Source: an optimization exercise on an open RTL-to-GDS flow (aim: small area, a short achievable clock period and few clock cycles). Production flows keep margins and buffers that such runs may drop.
Function was checked by simulation only, so behaviour that the tests miss may differ from the original.
No activity file was given, so power comes from the tool's default toggle rates.

==> flow/run.sh <==
#!/bin/bash
# synth_recipe.tcl (not shown) runs the flow's synth.tcl, then flattens the netlist and writes it again
# the make line also repeats each setting of config.mk as NAME=value (left out here)
make -C /OpenROAD-flow-scripts/flow DESIGN_CONFIG=/design/flow/config.mk WORK_HOME=/design/flow/orfs CLKGATE_MAP_FILE= SYNTH_SCRIPT=/design/flow/synth_recipe.tcl finish
==> flow/config.mk <==
export PLATFORM = sky130hd
export DESIGN_NAME = mem_move_top
export DESIGN_NICKNAME = mem_move_top
export VERILOG_FILES = /design/flow/design.v
export SDC_FILE = /design/flow/constraint.sdc
export NUM_CORES = 4
export LEC_CHECK = 0
export ABC_CLOCK_PERIOD_IN_PS = 2800
export CAP_MARGIN = 20
export CORE_MARGIN = 2
export CORE_UTILIZATION = 55
export PLACE_DENSITY = 0.65
export SETUP_SLACK_MARGIN = 2.2
export SLEW_MARGIN = 20
==> flow/constraint.sdc <==
create_clock -name core_clock -period 5.0 [get_ports {clk}]
set_input_delay 1.0000 -clock core_clock [delete_from_list [all_inputs] [get_ports {clk}]]
set_output_delay 1.0000 -clock core_clock [all_outputs]
set_load 0.01 [all_outputs]
==> flow/design.v <==
package mem_pkg;
  localparam int DATA_W    = 32;
  localparam int NUM_BYTES = DATA_W / 8;  
  localparam logic MODE_FILL = 1'b0;  
  localparam logic MODE_COPY = 1'b1;  
  localparam int NBANK_W = 3;
  localparam int NBANK   = 1 << NBANK_W;
endpackage
module dp_ram_wbe #(
  parameter int ADDR_W = 6,
  parameter int BW     = 3,
  parameter int NBANK  = 1 << BW,
  parameter int ROWS   = (1 << ADDR_W) / NBANK
) (
  input  logic                                           clk,
  input  logic [NBANK-1:0][ROWS-1:0]                     rsel,   
  output logic [NBANK-1:0][mem_pkg::DATA_W-1:0]          rdata,  
  input  logic [(1<<ADDR_W)-1:0][mem_pkg::NUM_BYTES-1:0] we,     
  input  logic [NBANK-1:0][mem_pkg::DATA_W-1:0]          wdata   
);
  localparam int DEPTH = 1 << ADDR_W;
  localparam int DW    = mem_pkg::DATA_W;
  logic [DEPTH-1:0][DW-1:0] mem_q;
  for (genvar w = 0; w < DEPTH; w++) begin : g_word
    for (genvar l = 0; l < mem_pkg::NUM_BYTES; l++) begin : g_lane
      always_ff @(posedge clk) begin
        if (we[w][l]) begin
          mem_q[w][8*l +: 8] <= wdata[w % NBANK][8*l +: 8];
        end
      end
    end
  end
  logic [NBANK-1:0][(ROWS+1)*DW-1:0] acc;
  for (genvar b = 0; b < NBANK; b++) begin : g_bank
    assign acc[b][DW-1:0] = '0;
    for (genvar r = 0; r < ROWS; r++) begin : g_row
      assign acc[b][(r+1)*DW +: DW] = acc[b][r*DW +: DW] |
                                      (mem_q[r*NBANK + b] & {DW{rsel[b][r]}});
    end
    assign rdata[b] = acc[b][ROWS*DW +: DW];
  end
endmodule
module word_counter #(
  parameter int ADDR_W = 6
) (
  input  logic [ADDR_W-1:0]        base,
  input  logic [ADDR_W:0]          count,
  output logic [(1<<ADDR_W)-1:0]   mask
);
  localparam int DEPTH = 1 << ADDR_W;
  logic [ADDR_W+1:0] last_q;  
  logic              full;
  assign last_q = {2'b00, base} + {1'b0, count};
  assign full   = count[ADDR_W];
  for (genvar w = 0; w < DEPTH; w++) begin : g_word
    logic ge_base;
    logic lt_end;
    assign ge_base = (w >= base);
    assign lt_end  = (w < last_q[ADDR_W-1:0]);
    assign mask[w] = full | (last_q[ADDR_W] ? (ge_base | lt_end) : (ge_base & lt_end));
  end
endmodule
module move_fsm #(
  parameter int ADDR_W = 6,
  parameter int BW     = 3,
  parameter int NBANK  = 1 << BW,
  parameter int ROWS   = (1 << ADDR_W) / NBANK
) (
  input  logic                         clk,
  input  logic                         rst,
  input  logic                         start,
  input  logic                         mode,
  input  logic [ADDR_W-1:0]            src_base,
  input  logic [ADDR_W-1:0]            dst_base,
  input  logic [ADDR_W:0]              length,
  output logic [NBANK-1:0][ROWS-1:0]   eng_rsel,   
  output logic [NBANK-1:0]             rot_sel,    
  output logic [(1<<ADDR_W)-1:0]       eng_we,     
  output logic                         busy,
  output logic                         done
);
  localparam int DEPTH = 1 << ADDR_W;
  localparam int ROW_W = ADDR_W - BW;
  localparam logic [BW:0] STEP_MAX = NBANK;
  logic [ADDR_W-1:0] rptr_q;    
  logic [ADDR_W-1:0] wptr_q;    
  logic [ADDR_W:0]   rem_q;     
  logic [BW:0]       step_q;    
  logic              last_q;    
  logic              idle;
  logic              accept;
  logic [ADDR_W-1:0] delta;
  logic [BW:0]       step_d;
  logic [ADDR_W:0]   step_ext;
  logic [ADDR_W:0]   step_d_ext;
  assign idle   = !busy && !done;
  assign accept = idle && start && !rst;
  assign delta      = dst_base - src_base;
  assign step_d     = (delta == '0 || delta >= NBANK) ? STEP_MAX : delta[BW:0];
  assign step_ext   = {{(ADDR_W-BW){1'b0}}, step_q};
  assign step_d_ext = {{(ADDR_W-BW){1'b0}}, step_d};
  logic              busy_n;
  logic [ADDR_W-1:0] rptr_n;
  logic [ADDR_W-1:0] wptr_n;
  logic [ADDR_W:0]   cnt_n;
  logic              wr_n;      
  logic [DEPTH-1:0]  range_n;
  always_comb begin
    if (idle) begin
      rptr_n = src_base;
      wptr_n = dst_base;
      if (mode == mem_pkg::MODE_FILL || length <= step_d_ext) begin
        cnt_n = length;
      end else begin
        cnt_n = step_d_ext;
      end
    end else begin
      rptr_n = rptr_q + step_ext[ADDR_W-1:0];
      wptr_n = wptr_q + step_ext[ADDR_W-1:0];
      cnt_n  = (rem_q <= step_ext) ? rem_q : step_ext;
    end
    if (rst) begin
      busy_n = 1'b0;
    end else if (accept) begin
      busy_n = (mode == mem_pkg::MODE_COPY) && (length != '0);
    end else begin
      busy_n = busy && !last_q;
    end
    wr_n = accept || busy_n;
  end
  word_counter #(.ADDR_W(ADDR_W)) i_range (
    .base  (wptr_n),
    .count (cnt_n),
    .mask  (range_n)
  );
  always_ff @(posedge clk) begin
    busy <= busy_n;
    if (rst) begin
      done <= 1'b0;
    end else if (accept) begin
      done <= !busy_n;
    end else begin
      done <= busy && last_q;
    end
  end
  always_ff @(posedge clk) begin
    eng_we <= range_n & {DEPTH{wr_n}};
    if (idle) begin
      step_q  <= step_d;
      for (int r = 0; r < NBANK; r++) begin
        rot_sel[r] <= (delta[BW-1:0] == r);
      end
      last_q  <= (length <= step_d_ext);
      rem_q   <= length - step_d_ext;
    end else if (busy) begin
      last_q  <= (rem_q <= step_ext);
      rem_q   <= rem_q - step_ext;
    end
    if (idle || busy) begin
      rptr_q <= rptr_n;
      wptr_q <= wptr_n;
    end
  end
  for (genvar b = 0; b < NBANK; b++) begin : g_bank
    logic [ROW_W-1:0] row_n;
    assign row_n = rptr_n[ADDR_W-1:BW] + ((b >= rptr_n[BW-1:0]) ? 1'b0 : 1'b1);
    always_ff @(posedge clk) begin
      for (int r = 0; r < ROWS; r++) begin
        eng_rsel[b][r] <= (row_n == r);
      end
    end
  end
endmodule
module mem_move_top #(
  parameter int ADDR_W = 6
) (
  input  logic                          clk,
  input  logic                          rst,
  input  logic                          host_en,
  input  logic [mem_pkg::NUM_BYTES-1:0] host_wbe,
  input  logic [ADDR_W-1:0]             host_addr,
  input  logic [mem_pkg::DATA_W-1:0]    host_wdata,
  output logic [mem_pkg::DATA_W-1:0]    host_rdata,
  input  logic                          start,
  input  logic                          mode,
  input  logic [ADDR_W-1:0]             src_base,
  input  logic [ADDR_W-1:0]             dst_base,
  input  logic [ADDR_W:0]               length,
  input  logic [mem_pkg::DATA_W-1:0]    pattern,
  output logic                          busy,
  output logic                          done
);
  localparam int DEPTH = 1 << ADDR_W;
  localparam int BW    = mem_pkg::NBANK_W;
  localparam int NB    = 1 << BW;
  localparam int ROWS  = DEPTH / NB;
  localparam int DW    = mem_pkg::DATA_W;
  localparam int NL    = mem_pkg::NUM_BYTES;
  logic [NB-1:0][ROWS-1:0] eng_rsel;
  logic [NB-1:0]           rot_sel;
  logic [DEPTH-1:0]        eng_we;
  move_fsm #(.ADDR_W(ADDR_W), .BW(BW)) i_fsm (
    .clk      (clk),
    .rst      (rst),
    .start    (start),
    .mode     (mode),
    .src_base (src_base),
    .dst_base (dst_base),
    .length   (length),
    .eng_rsel (eng_rsel),
    .rot_sel  (rot_sel),
    .eng_we   (eng_we),
    .busy     (busy),
    .done     (done)
  );
  logic              hb_v_q;
  logic [ADDR_W-1:0] hb_addr_q;
  logic [NL-1:0]     hb_wbe_q;
  logic [DW-1:0]     hb_data_q;
  always_ff @(posedge clk) begin
    hb_v_q    <= host_en;
    hb_addr_q <= host_addr;
    hb_wbe_q  <= host_wbe;
    hb_data_q <= host_en ? host_wdata : pattern;
  end
  logic [NB-1:0][ROWS-1:0]  rsel;
  logic [NB-1:0][DW-1:0]    rdata;
  logic [DEPTH-1:0][NL-1:0] we;
  logic [NB-1:0][DW-1:0]    wdata;
  logic [ROWS-1:0]          host_row;
  logic [NB-1:0]            host_bank;
  for (genvar r = 0; r < ROWS; r++) begin : g_hrow
    assign host_row[r] = (host_addr[ADDR_W-1:BW] == r);
  end
  for (genvar b = 0; b < NB; b++) begin : g_hbank
    assign host_bank[b] = (host_addr[BW-1:0] == b);
  end
  logic [NB-1:0][(NB+1)*DW-1:0] wacc;
  for (genvar b = 0; b < NB; b++) begin : g_bank
    assign rsel[b] = busy ? eng_rsel[b] : host_row;
    assign wacc[b][DW-1:0] = hb_data_q & {DW{!busy}};
    for (genvar r = 0; r < NB; r++) begin : g_rot
      assign wacc[b][(r+1)*DW +: DW] = wacc[b][r*DW +: DW] |
                                       (rdata[(b + NB - r) % NB] & {DW{busy && rot_sel[r]}});
    end
    assign wdata[b] = wacc[b][NB*DW +: DW];
  end
  for (genvar w = 0; w < DEPTH; w++) begin : g_word
    logic hb_sel;
    assign hb_sel = hb_v_q && (hb_addr_q == w);
    for (genvar l = 0; l < NL; l++) begin : g_lane
      assign we[w][l] = eng_we[w] || (hb_sel && hb_wbe_q[l]);
    end
  end
  dp_ram_wbe #(.ADDR_W(ADDR_W), .BW(BW)) i_ram (
    .clk   (clk),
    .rsel  (rsel),
    .rdata (rdata),
    .we    (we),
    .wdata (wdata)
  );
  logic [DW-1:0] host_word;
  logic          hb_hit;
  logic          fill_hit;
  logic [(NB+1)*DW-1:0] hacc;
  assign hacc[DW-1:0] = '0;
  for (genvar b = 0; b < NB; b++) begin : g_hsel
    assign hacc[(b+1)*DW +: DW] = hacc[b*DW +: DW] | (rdata[b] & {DW{host_bank[b]}});
  end
  assign host_word = hacc[NB*DW +: DW];
  assign hb_hit   = hb_v_q && (hb_addr_q == host_addr);
  assign fill_hit = eng_we[host_addr];
  for (genvar l = 0; l < NL; l++) begin : g_lane
    always_ff @(posedge clk) begin
      host_rdata[8*l +: 8] <= (fill_hit || (hb_hit && hb_wbe_q[l])) ?
                              hb_data_q[8*l +: 8] : host_word[8*l +: 8];
    end
  end
endmodule
==> results.sh <==
export IMPL_antenna_found_initial=44
export IMPL_start_util=0.5539
export IMPL_syn_to_final_growth_pct=22.41
export IMPL_rows=159
export IMPL_total_power_uw=74550
export IMPL_wire_per_inst_um=39.26
export IMPL_r2r_start="i_fsm.step_q[2]"
export IMPL_die_h_um=439.1
export IMPL_path_class="input port to flip-flop"
export IMPL_grt_pass1_vias=86100
export IMPL_place_ws_ns=-2.144
export IMPL_drt_initial_drc_count=17330
export IMPL_crit_slowest_cell="fa_2"
export IMPL_cts_tree="built"
export IMPL_hold_class="input port to flip-flop"
export IMPL_power_leakage_uw=0.04460
export IMPL_r2r_end="i_fsm.eng_we[40]"
export IMPL_slew_headroom=0.08652
export IMPL_yosysWarnings=3
export IMPL_r2r_cells=24
export IMPL_drt_total_wl_mm=494.1
export IMPL_grt_start_max_net_pins=187
export IMPL_vias_per_cell=7.431
export IMPL_cts_buffers=219
export IMPL_hpwl_mm=329.1
export IMPL_powerDensity_mw_per_mm2=584.8
export IMPL_crit_buf_inv=10
export IMPL_slowest_delay_ns=0.41
export IMPL_gr_total_overflow=0
export IMPL_drc=0
export IMPL_crit_path_start_kind="input port"
export IMPL_syn_inst=9134
export IMPL_post_place_cells=11950
export IMPL_clockRootBuffer="clkbuf_16"
export IMPL_final_max_slew_violation_count=0
export IMPL_fin_ws_ns=-0.5064
export IMPL_worst_pin_slew_ns=1.367
export IMPL_async_flop_share=0
export IMPL_syn_area_mm2=0.1041
export IMPL_synth_top_area_frac=0.5998
export IMPL_crit_path_end_kind="flip-flop"
export IMPL_max_clock_freq_ghz=0.1816
export IMPL_seq_area_frac_synth=0.6392
export IMPL_nets=10010
export IMPL_critical_path_startpoint="dst_base[0]"
export IMPL_synth_nets=9279
export IMPL_grt_pass1_wl_mm=668.0
export IMPL_status="finished with violations"
export IMPL_max_cap_violations=0
export IMPL_crit_end="i_fsm.eng_we[40]"
export IMPL_setup_viol=63
export IMPL_cts_htree_levels=4
export IMPL_synth_main_ff_cell="edfxtp_1"
export IMPL_crit_fanout=5
export IMPL_clock_path_buffers=3
export IMPL_drive_gt1_frac=0.2045
export IMPL_min_period_ns=5.506
export IMPL_skew_ns=0.05882
export IMPL_ir_worst_vdd_mv=0.3950
export IMPL_yosysUniqueCellTypes=73
export IMPL_synth_seq_cells=2285
export IMPL_rsz0062_at_grt="yes"
export IMPL_synthMostInstantiatedCell="edfxtp_1"
export IMPL_firstDrtPassIters=9
export IMPL_finalNonFillerCells=12590
export IMPL_hold_violations=0
export IMPL_vias=93520
export IMPL_die_area_mm2=0.1928
export IMPL_arrival_ns=6.31
export IMPL_cts_reportedPaths_clkPinSlew_ns=0.06
export IMPL_drtAntennaViolNets=0
export IMPL_core_area_mm2=0.1880
export IMPL_period_share=1.101
export IMPL_die_w_um=439.1
export IMPL_fin_util=0.6781
export IMPL_synth_common_cells="edfxtp_1 (2080), o21ai_0 (2046), nor2_1 (1087)"
export IMPL_required_ns=5.80
export IMPL_rrSetupSlack_ns=0.27
export IMPL_yosys_area_top_type="edfxtp_1"
export IMPL_avgSynthCellArea_um2=11.40
export IMPL_synthTopCellsByArea="edfxtp_1 (60%), o21ai_0 (9.8%), o22ai_1 (5.2%)"
export IMPL_cts_sinks=2285
export IMPL_num_fill_cells=13540
export IMPL_so_faults="negative setup slack"
export IMPL_port_buffer_count=131
export IMPL_finalWeightedCongestion=1.074
export IMPL_critPathMostFrequentCell="buf_6"
export IMPL_io_pins=132
export IMPL_grt_total_usage=0.4944
export IMPL_crit_family="simple AND/OR/NAND/NOR gates"
export IMPL_synth_edf_count=2080
export IMPL_crit_cells=33
export IMPL_clock_latency_ns=0.91
## layer usage
metal,vias up,GRT usage,share of wire
met5,-,0,0.0015
met1,45580,0.6127,0.33
met4,30,0.3678,0.091
met2,8668,0.6678,0.40
met3,1864,0.2355,0.18
li1,37380,-,-
## final cells by class
class	count	area (um2)	area share
repair buffers	1318	13470	0.1056
multi-input cells	5991	36570	0.2869
clock buffers	285	5987	0.04697
well taps	2495	3122	0.02449
flip-flops and latches	2285	66610	0.5225
diodes	36	90.09	0.0007067
inverters	47	197.7	0.001551
clock inverters	128	1435	0.01126
## report_power, final
group | leakage, uW | switching [uW] | internal, uW | total (uW)
Combinational | 0.0202 | 20000 | 8860 | 28800
Clock | 0.00362 | 7460 | 9670 | 17100
Sequential | 0.0208 | 1690 | 26900 | 28600
## worst reg2reg max path, cell delays in order (launching register included)
cell and delay (ns):
edfxtp_1 0.48, inv_1 0.10, ha_1 0.35, o21a_1 0.15
o21ai_0 0.14, a21oi_1 0.69, nor2_1 0.09, a211oi_1 0.37
a31oi_2 0.06, ha_2 0.22, inv_2 0.06, fa_2 0.19
nor2b_1 0.05, o21a_1 0.18, o21ai_2 0.13, buf_4 0.12
buf_4 0.09, buf_6 0.12, nand2_8 0.08, buf_12 0.16
buf_12 0.12, clkbuf_16 0.15, a21oi_1 0.21, nor3_1 0.09
nor3_1 0.27
## how the worst min path moves through the flow
stage | start | to | depth (start not counted)
2_1_floorplan | hb_data_q[25] | host_rdata[25] | 2
3_3_place_gp | hb_data_q[24] | host_rdata[24] | 2
3_5_place_dp | hb_data_q[24] | host_rdata[24] | 2
4_1_cts | host_addr[0] | hb_addr_q[0] | 1
5_1_grt | host_addr[0] | hb_addr_q[0] | 1
6_report | host_addr[0] | hb_addr_q[0] | 1
## state kept, by name, summed over array words and instances, names as in the netlist, 4 cells and up
signal,flops
i_fsm.wptr_q,6
hb_wbe_q,4
i_fsm.rot_sel,8
i_ram.mem_q,2048
hb_addr_q,6
i_fsm.step_q,4
i_fsm.eng_we,64
i_fsm.rptr_q,6
host_rdata,32
i_fsm.rem_q,7
hb_data_q,32
i_fsm.eng_rsel,64
## cell usage in the layout, fill, tap and decap left out, types with 40 or more instances in the layout
master and count:
nand4_1 489, buf_12 158, nand2b_1 53, clkbuf_1 48, edfxtp_1 2080, buf_4 862
buf_6 112, o22ai_1 859, nor2_1 991, a21o_1 266, nor2_2 63, o211ai_1 59
dfxtp_1 171, a22o_1 40, nand2_1 92, clkdlybuf4s50_1 117, o2111ai_1 176, o21ai_1 55
o21ai_0 1967, nor3_1 68, a21oi_1 92, clkbuf_16 241
## stage by stage
step | TNS, ns | hold WS (ns) | cell area, um2
after floorplan | -62.46 | 0.4261 | 104700
after global routing | -39.81 | 0.4241 | 127400
after CTS | -18.55 | 0.3955 | 124800
final | -24.16 | 0.4214 | 127500
after global placement | -120.36 | 0.4438 | 115100
after detailed placement | -121.18 | 0.4437 | 115100
## timing repair
action / CTS / global route
pin swaps: 100 / 106
buffers inserted: 70 / 78
endpoints found under the setup margin: 3166 / 3192
hold endpoints to repair: 0 / 0
hold buffers: 0 / 0
gates resized for setup: 344 / 364
cloned: 18 / 18
## logic make-up (layout without fill, tap and decap cells)
kind of cell | Yosys count | in the layout | synth area share
other | 0 | 36 | 0
XOR/XNOR | 40 | 40 | 0.003364
flip-flops | 2285 | 2285 | 0.6392
AO/OA/AOI/OAI | 3786 | 3786 | 0.2147
buffers and inverters | 858 | 1778 | 0.03192
AND/OR/NAND/NOR | 2051 | 2051 | 0.09544
adder cells (fa/ha/maj) | 53 | 53 | 0.006656
multiplexers | 61 | 61 | 0.008710
Testbench counts, summed over its fixed seeds: cycles 4,774.

afterwards: timing with drivers on the ports:
Ports are ideal in the flow. The routed layout listed here was re-timed in OpenROAD.
Step 1: set_driving_cell puts a clkbuf_16 on clk and a buf_2 on each other input, an assumption about the parent block.
Step 2 moves the port delays by t, midway between the first and last clock arrival at a register: inputs arrive t later, outputs are due t later. That takes back most of the time a late clock gives input paths.
Slacks: ideal / step 1 / step 2; pairs: ideal / step 1.
t (ns): 0.982
setup slack, ns: -0.506 / -0.441 / -1.423
worst setup path after step 2: input to register
For this run, drivers alone change the setup slack by +0.065 ns; drivers and shift together by -0.917 ns.
